This design comes from an exercise in tuning for small area and a short achievable clock period on the open sky130 flow, not from production work.
Function was checked by simulation only, so behaviour that the tests miss may differ from the original.
Power and IR drop assume default switching activity.

### flow/run.sh
#!/bin/bash
# synth_recipe.tcl (not shown) runs the flow's synth.tcl, then flattens the netlist and writes it again
# the make line also repeats each setting of config.mk as NAME=value (left out here)
make -C /OpenROAD-flow-scripts/flow DESIGN_CONFIG=/design/flow/config.mk WORK_HOME=/design/flow/orfs CLKGATE_MAP_FILE= SYNTH_SCRIPT=/design/flow/synth_recipe.tcl finish
### flow/config.mk
export PLATFORM = sky130hd
export DESIGN_NAME = ps2_key_event_queue
export DESIGN_NICKNAME = ps2_key_event_queue
export VERILOG_FILES = /design/flow/design.v
export SDC_FILE = /design/flow/constraint.sdc
export NUM_CORES = 4
export LEC_CHECK = 0
export CAP_MARGIN = 20
export CORE_MARGIN = 2
export CORE_UTILIZATION = 40
export SLEW_MARGIN = 20
### flow/constraint.sdc
create_clock -name core_clock -period 6.5 [get_ports {clk}]
set_input_delay 1.3000 -clock core_clock [delete_from_list [all_inputs] [get_ports {clk}]]
set_output_delay 1.3000 -clock core_clock [all_outputs]
set_load 0.01 [all_outputs]
### flow/design.v
module ps2_key_event_queue #(
  parameter int FIFO_DEPTH      = 8,
  parameter bit SUPPRESS_REPEAT = 1'b1,
  parameter bit IGNORE_CTRL     = 1'b1
) (
  input  logic                          clk,
  input  logic                          reset,
  input  logic [7:0]                    rx_data,
  input  logic                          rx_valid,
  input  logic                          rx_overflow,
  output logic [9:0]                    evt_data,
  output logic                          evt_valid,
  input  logic                          evt_ready,
  output logic [$clog2(FIFO_DEPTH):0]   evt_count,
  output logic                          drop_flag,
  input  logic                          drop_clr,
  output logic [8:0]                    keys_down,
  output logic [31:0]                   cur_key
);
  localparam int AW = $clog2(FIFO_DEPTH);
  localparam int CW = AW + 1;
  typedef enum logic [2:0] {S_IDLE, S_EXT, S_REL, S_EXT_REL, S_PAUSE} state_t;
  state_t        r_state, w_state_next;
  logic [2:0]    r_skip, w_skip_next;
  logic [511:0]  r_held;
  logic [8:0]    r_keys_down;
  logic [31:0]   r_cur_key;
  logic          r_drop_flag;
  logic [9:0]    r_mem [FIFO_DEPTH];
  logic [AW-1:0] r_wr_ptr, r_rd_ptr;
  logic [CW-1:0] r_count;
  logic          w_emit, w_rel, w_ext, w_pause, w_ctrl;
  logic [7:0]    w_code;
  logic [8:0]    w_idx;
  logic          w_held_bit, w_suppress, w_accept, w_set, w_clr;
  logic          w_full, w_pop, w_write, w_drop;
  logic [31:0]   w_cur_key_next;
  assign w_ctrl = IGNORE_CTRL && ((rx_data == 8'h00) || (rx_data == 8'hAA) || (rx_data == 8'hEE) ||
                                  (rx_data == 8'hFA) || (rx_data == 8'hFE) || (rx_data == 8'hFF));
  always_comb begin
    w_state_next = r_state;
    w_skip_next  = r_skip;
    w_emit       = 1'b0;
    w_rel        = 1'b0;
    w_ext        = 1'b0;
    w_pause      = 1'b0;
    w_code       = rx_data;
    if (rx_overflow) begin
      w_state_next = S_IDLE;
      w_skip_next  = 3'd0;
    end else if (rx_valid) begin
      case (r_state)
        S_IDLE: begin
          if (rx_data == 8'hE0) w_state_next = S_EXT;
          else if (rx_data == 8'hF0) w_state_next = S_REL;
          else if (rx_data == 8'hE1) begin
            w_state_next = S_PAUSE;
            w_skip_next  = 3'd7;
          end else if (!w_ctrl) w_emit = 1'b1;
        end
        S_EXT: begin
          if (rx_data == 8'hF0) w_state_next = S_EXT_REL;
          else if (rx_data == 8'hE0) w_state_next = S_EXT;
          else if (rx_data == 8'hE1) begin
            w_state_next = S_PAUSE;
            w_skip_next  = 3'd7;
          end else begin
            w_emit       = 1'b1;
            w_ext        = 1'b1;
            w_state_next = S_IDLE;
          end
        end
        S_REL: begin
          w_emit       = 1'b1;
          w_rel        = 1'b1;
          w_state_next = S_IDLE;
        end
        S_EXT_REL: begin
          w_emit       = 1'b1;
          w_rel        = 1'b1;
          w_ext        = 1'b1;
          w_state_next = S_IDLE;
        end
        S_PAUSE: begin
          w_skip_next = 3'(r_skip - 3'd1);
          if (r_skip <= 3'd1) begin
            w_emit       = 1'b1;
            w_ext        = 1'b1;
            w_pause      = 1'b1;
            w_code       = 8'h77;
            w_skip_next  = 3'd0;
            w_state_next = S_IDLE;
          end
        end
        default: w_state_next = S_IDLE;
      endcase
    end
  end
  assign w_idx      = {w_ext, w_code};
  assign w_held_bit = r_held[w_idx];
  assign w_suppress = SUPPRESS_REPEAT && w_emit && !w_rel && !w_pause && w_held_bit;
  assign w_accept   = w_emit && !w_suppress;
  assign w_set      = w_emit && !w_rel && !w_pause && !w_held_bit;
  assign w_clr      = w_emit && w_rel && w_held_bit;
  assign w_full  = (r_count == CW'(FIFO_DEPTH));
  assign w_pop   = (r_count != '0) && evt_ready;
  assign w_write = w_accept && (!w_full || w_pop);
  assign w_drop  = w_accept && w_full && !w_pop;
  always_comb begin
    case ({w_ext, w_rel})
      2'b00:   w_cur_key_next = {24'h000000, w_code};
      2'b01:   w_cur_key_next = {16'h0000, 8'hF0, w_code};
      2'b10:   w_cur_key_next = {16'h0000, 8'hE0, w_code};
      default: w_cur_key_next = {8'h00, 8'hE0, 8'hF0, w_code};
    endcase
  end
  always_ff @(posedge clk or posedge reset) begin
    if (reset) begin
      r_state     <= S_IDLE;
      r_skip      <= 3'd0;
      r_held      <= '0;
      r_keys_down <= 9'd0;
      r_cur_key   <= 32'h0000F01B;
      r_drop_flag <= 1'b0;
    end else begin
      r_state <= w_state_next;
      r_skip  <= w_skip_next;
      if (w_set) begin
        r_held[w_idx] <= 1'b1;
        if (r_keys_down != 9'h1FF) r_keys_down <= r_keys_down + 9'd1;
      end else if (w_clr) begin
        r_held[w_idx] <= 1'b0;
        if (r_keys_down != 9'd0) r_keys_down <= r_keys_down - 9'd1;
      end
      if (w_accept) r_cur_key <= w_cur_key_next;
      if (w_drop) r_drop_flag <= 1'b1;
      else if (drop_clr) r_drop_flag <= 1'b0;
    end
  end
  always_ff @(posedge clk or posedge reset) begin
    if (reset) begin
      r_wr_ptr <= '0;
      r_rd_ptr <= '0;
      r_count  <= '0;
    end else begin
      if (w_write) r_wr_ptr <= r_wr_ptr + 1'b1;
      if (w_pop)   r_rd_ptr <= r_rd_ptr + 1'b1;
      case ({w_write, w_pop})
        2'b10:   r_count <= r_count + 1'b1;
        2'b01:   r_count <= r_count - 1'b1;
        default: r_count <= r_count;
      endcase
    end
  end
  always_ff @(posedge clk) begin
    if (w_write) r_mem[r_wr_ptr] <= {w_rel, w_ext, w_code};
  end
  assign evt_valid = (r_count != '0);
  assign evt_data  = evt_valid ? r_mem[r_rd_ptr] : 10'd0;
  assign evt_count = r_count;
  assign drop_flag = r_drop_flag;
  assign keys_down = r_keys_down;
  assign cur_key   = r_cur_key;
endmodule
==> run notes <==
==> kinds of logic after synthesis <==
family / share of synthesized area, %
buf+inv: 4.757
fa+ha+maj: 0.7772
flops: 52.24
xor+xnor: 0.4534
simple gates: 9.938
other cells: 0.01213
compound gates: 22.42
mux: 9.396
==> per-stage QoR <==
stage          worst slack, ns  instances  utilization (%)
5_1_grt                0.05804       4124            47.55
3_3_place_gp           -0.1303       3997            44.33
6_report                0.4277       4124            47.55
4_1_cts                 0.4687       4124            47.54
3_5_place_dp           -0.1398       3997            44.33
2_1_floorplan           -2.265       2946                -
==> power breakdown <==
part	switching (uW)	internal (uW)
clock	1660	2540
combinational	840	755
sequential	204	4150
==> worst max-delay path by stage <==
stage | from | end | slack, ns
6_report | rx_valid | r_keys_down[8] | 0.43
4_1_cts | rx_valid | r_keys_down[8] | 0.47
3_3_place_gp | rx_overflow | r_keys_down[8] | -0.13
2_1_floorplan | reset | asynchronous set/reset pin | -2.26
5_1_grt | rx_overflow | r_keys_down[8] | 0.06
3_5_place_dp | rx_valid | r_keys_down[8] | -0.14
==> area by class of cell <==
class	instances	area (um2)	area share, %
Clock buffer	100	2100	5.794
Clock inverter	27	350.3	0.9668
Inverter	40	153.9	0.4247
Multi-Input combinational cell	2008	13490	37.23
Sequential cell	629	16150	44.56
Tap cell	1030	1289	3.557
Timing Repair Buffer	290	2704	7.462
==> synth_stat cells (16+ instances only) <==
cell type,n
sky130_fd_sc_hd__o21ai_1,28
sky130_fd_sc_hd__a21oi_1,50
sky130_fd_sc_hd__buf_4,39
sky130_fd_sc_hd__nor3_1,28
sky130_fd_sc_hd__dfrtp_1,543
sky130_fd_sc_hd__edfxtp_1,80
sky130_fd_sc_hd__nand2b_1,54
sky130_fd_sc_hd__o22a_1,53
sky130_fd_sc_hd__nand2_1,179
sky130_fd_sc_hd__nor4_1,20
sky130_fd_sc_hd__inv_1,36
sky130_fd_sc_hd__buf_2,49
sky130_fd_sc_hd__o22ai_1,16
sky130_fd_sc_hd__o2bb2ai_1,130
sky130_fd_sc_hd__nand3_1,145
sky130_fd_sc_hd__o21ai_0,703
sky130_fd_sc_hd__nor2_1,139
sky130_fd_sc_hd__mux2i_1,55
sky130_fd_sc_hd__o221ai_1,18
sky130_fd_sc_hd__buf_1,17
sky130_fd_sc_hd__mux2_2,31
sky130_fd_sc_hd__mux4_2,89
sky130_fd_sc_hd__ha_1,16
sky130_fd_sc_hd__clkbuf_1,147
==> layer usage <==
metal / up-vias / global-route usage, %
met3: 223 / 4.599
met4: 4 / 11.58
met1: 13066 / 38.42
met2: 1133 / 43.31
met5: - / 0
li1: 11145 / -
==> reports/results.txt <==
The tools report the placed cell area as 0.03378 mm2. The routed layout has 25,571 vias. The number of pins with negative max-slew slack in the final report was 0. The reg2reg setup slack is 0.65 ns. Data on the critical path is required at its endpoint by 6.99 ns. Critical path's top delay family: compound AO/OA/AOI/OAI gates.

From bottom edge to top edge, the die measures 282.0 um. On the worst path, the slowest cell contributes a delay of 0.67 ns. After detailed routing, the number of vias per cell comes to 6.201. The first global-routing pass estimated 165.8 mm of wire.

The cell count of the worst hold path came out at 1. Among all stages on the critical path, the largest delay is contributed by sky130_fd_sc_hd__o31ai_2. After clock tree synthesis, the clock-pin slew on the worst setup and hold paths is 0.06 ns. The share of synthesized area occupied by flip-flops and latches was 52.24%; the final HPWL from detailed placement was 77.04 mm. The clock arrives with 0.03278 ns of skew. Leaving out fill and tap cells, the most frequent cell in the layout is sky130_fd_sc_hd__o21ai_0. The number of buffers and inverters on the critical path is 5.

The largest total area in the synthesized netlist belongs to sky130_fd_sc_hd__dfrtp_1. The path class of the lowest-slack min-delay path was reg2reg. The number of hold buffers added after CTS was 0. The CTS sink count was 629.

For this design the top-level I/O count stands at 71. Number of gates resized after cts: 0. Yosys attributes the largest share of cell area to sky130_fd_sc_hd__dfrtp_1, sky130_fd_sc_hd__o21ai_0, sky130_fd_sc_hd__edfxtp_1, sky130_fd_sc_hd__mux4_2, sky130_fd_sc_hd__o2bb2ai_1. Type of element capturing the critical path: a flip-flop. The worst-skew pair later-pin latency was 0.62 ns; the share of the clock period used by the worst path was 93.42%. For the total overflow reported by the global router, the log shows 0. Synthesis produced a netlist whose cell count is 2,930. Entering global routing, the biggest net connects 170 pins. The tools report the fmax as 164.7 MHz.

Counting along the longest clock path gives a buffer depth of 3. The routed wirelength normalized by instance count was 26.61 um; the buffers inserted during post-CTS setup optimization was 0. The netlist uses 82 different library cells. The met3 routed wirelength was 8.247 mm; the core area was 0.07620 mm2. The worst voltage drop across the vdd grid was 0.0001753 V; the wire length on met2 was 50.21 mm.

In this design, the critical path's most frequently occurring cell is sky130_fd_sc_hd__a21oi_1. The routed metal-1 wirelength is 46.64 mm. The number of cell instances on the worst register-to-register path was 20; the weighted congestion reported at the end of routability-driven placement was 0.9802.

In the synthesized netlist the async set-or-reset flop fraction comes to 87.28%. In this run the critical register-to-register path is launched from r_state[1]. The tools report the number of DRC markers after the initial detailed-route iteration as 2,665. The top cell type by area accounts for 43.96% of the synthesized area.

The pin slew with the least headroom to its limit is 1.108 ns. The count of max-cap constraint violations was 0; the arrival time at the worst endpoint was 6.56 ns. The number of register bits inferred by synthesis was 629; the post-synthesis instance area was 0.03091 mm2. The worst register-to-register path ends at r_keys_down[8].

STA classifies the critical path startpoint as a primary input. For this run, the leading register cell type out of synthesis is sky130_fd_sc_hd__dfrtp_1. The tools report the worst hold slack as 0.4846 ns. In this run the tightest slew margin relative to its limit is 26.15%.

Traced cell by cell, the critical path runs through clkdlybuf4s50_1, nand2b_1, buf_4, o31ai_2, a21oi_1, nor4_1, nor4_1, buf_4, nor4b_1, o32ai_1, nand2_1, or4_4, inv_2, fa_1, inv_1, a21oi_1, o21ai_0, a21oi_1, o21bai_1, a21o_1, a21oi_1, mux4_2. Setup violations remaining at the end of the flow were counted as 0. The total wirelength of the detailed-routed design is 109.7 mm, and the global routing usage summed across all routing layers is 27.75%. The analysis attributes to cell leakage a power of 0.01463 uW. Total power density per cell area: 280.0 mW/mm2. The chip width was 282.0 um.

TritonCTS built the clock tree. The number of flops mapped to enable cells by yosys was 80; the number of antenna diodes was 0. The synthesis-to-finish area growth works out to 17.24%.

Overall power consumption after layout is estimated at 10,150 uW. The smallest clock period supported by the final layout is computed as 6.072 ns. Count of final hold-check violations: 0. Setup repair after global routing left no endpoint under its margin. After routing the design area is 0.03624 mm2. The worst setup path is of the in2reg kind. The logs give 0 ns for the final sum of negative setup slack and 0 for the DRC violation count after routing. The number of nets with antenna violations after detailed routing was 0. The tools report the number of nets in the final layout as 3,071. After floorplanning, the core was divided into 101 placement rows. The top metal layer carrying routed signals was met5.

The tools report the cell chosen for the clock root as sky130_fd_sc_hd__clkbuf_16. The floorplan step defined a die boundary enclosing 0.07951 mm2. In the layout the commonest cells are sky130_fd_sc_hd__o21ai_0, sky130_fd_sc_hd__dfrtp_1, sky130_fd_sc_hd__buf_4, sky130_fd_sc_hd__nand2_1, sky130_fd_sc_hd__nand3_1. Along the worst path, the maximum fanout reaches 6.

For this run, the detailed router's first-pass iteration total came to 5. The number of antenna violations at the first check in global routing is 2, and the maximum level of the CTS H-tree is 3. The run finished with no timing, DRC or antenna violations. The run gives 1 as the count of yosys warnings during synthesis. In this run the number of cells on the critical path is 22. The post-route netlist has 17.10% of its cells at a drive strength greater than 1.

The via count of the first global-routing pass came out at 25,054. Average cell area after synthesis: 10.55 um2. For this configuration, the core starts out at a cell density of 40.56%.

During placement, the flow inserted port buffers numbering 53. The number of clock buffers added by TritonCTS is 70. Number of filler instances in the final layout: 6,913.

static timing again, ports no longer ideal:
How much do the figures lean on ideal ports? The routed layout below was timed once more, with nothing changed but the port constraints. Step 1: set_driving_cell puts a clkbuf_16 on clk and a buf_2 on each other input, an assumption about the parent block. Step 2, shift: input delay + t, output delay - t, t = (earliest + latest rising clock arrival at the registers) / 2. This alone moves slack from input paths to output paths. Slacks: ideal / step 1 / step 2; pairs: ideal / step 1.
t (ns): 0.671
setup WS [ns]: 0.428 / 0.440 / -0.232
worst setup path at the end: input to register
cell pins on the clock port's net: 1
Met with ideal ports but missed after step 2: setup timing in this run. For this run, drivers alone change the setup slack by +0.012 ns; drivers and shift together by -0.660 ns.
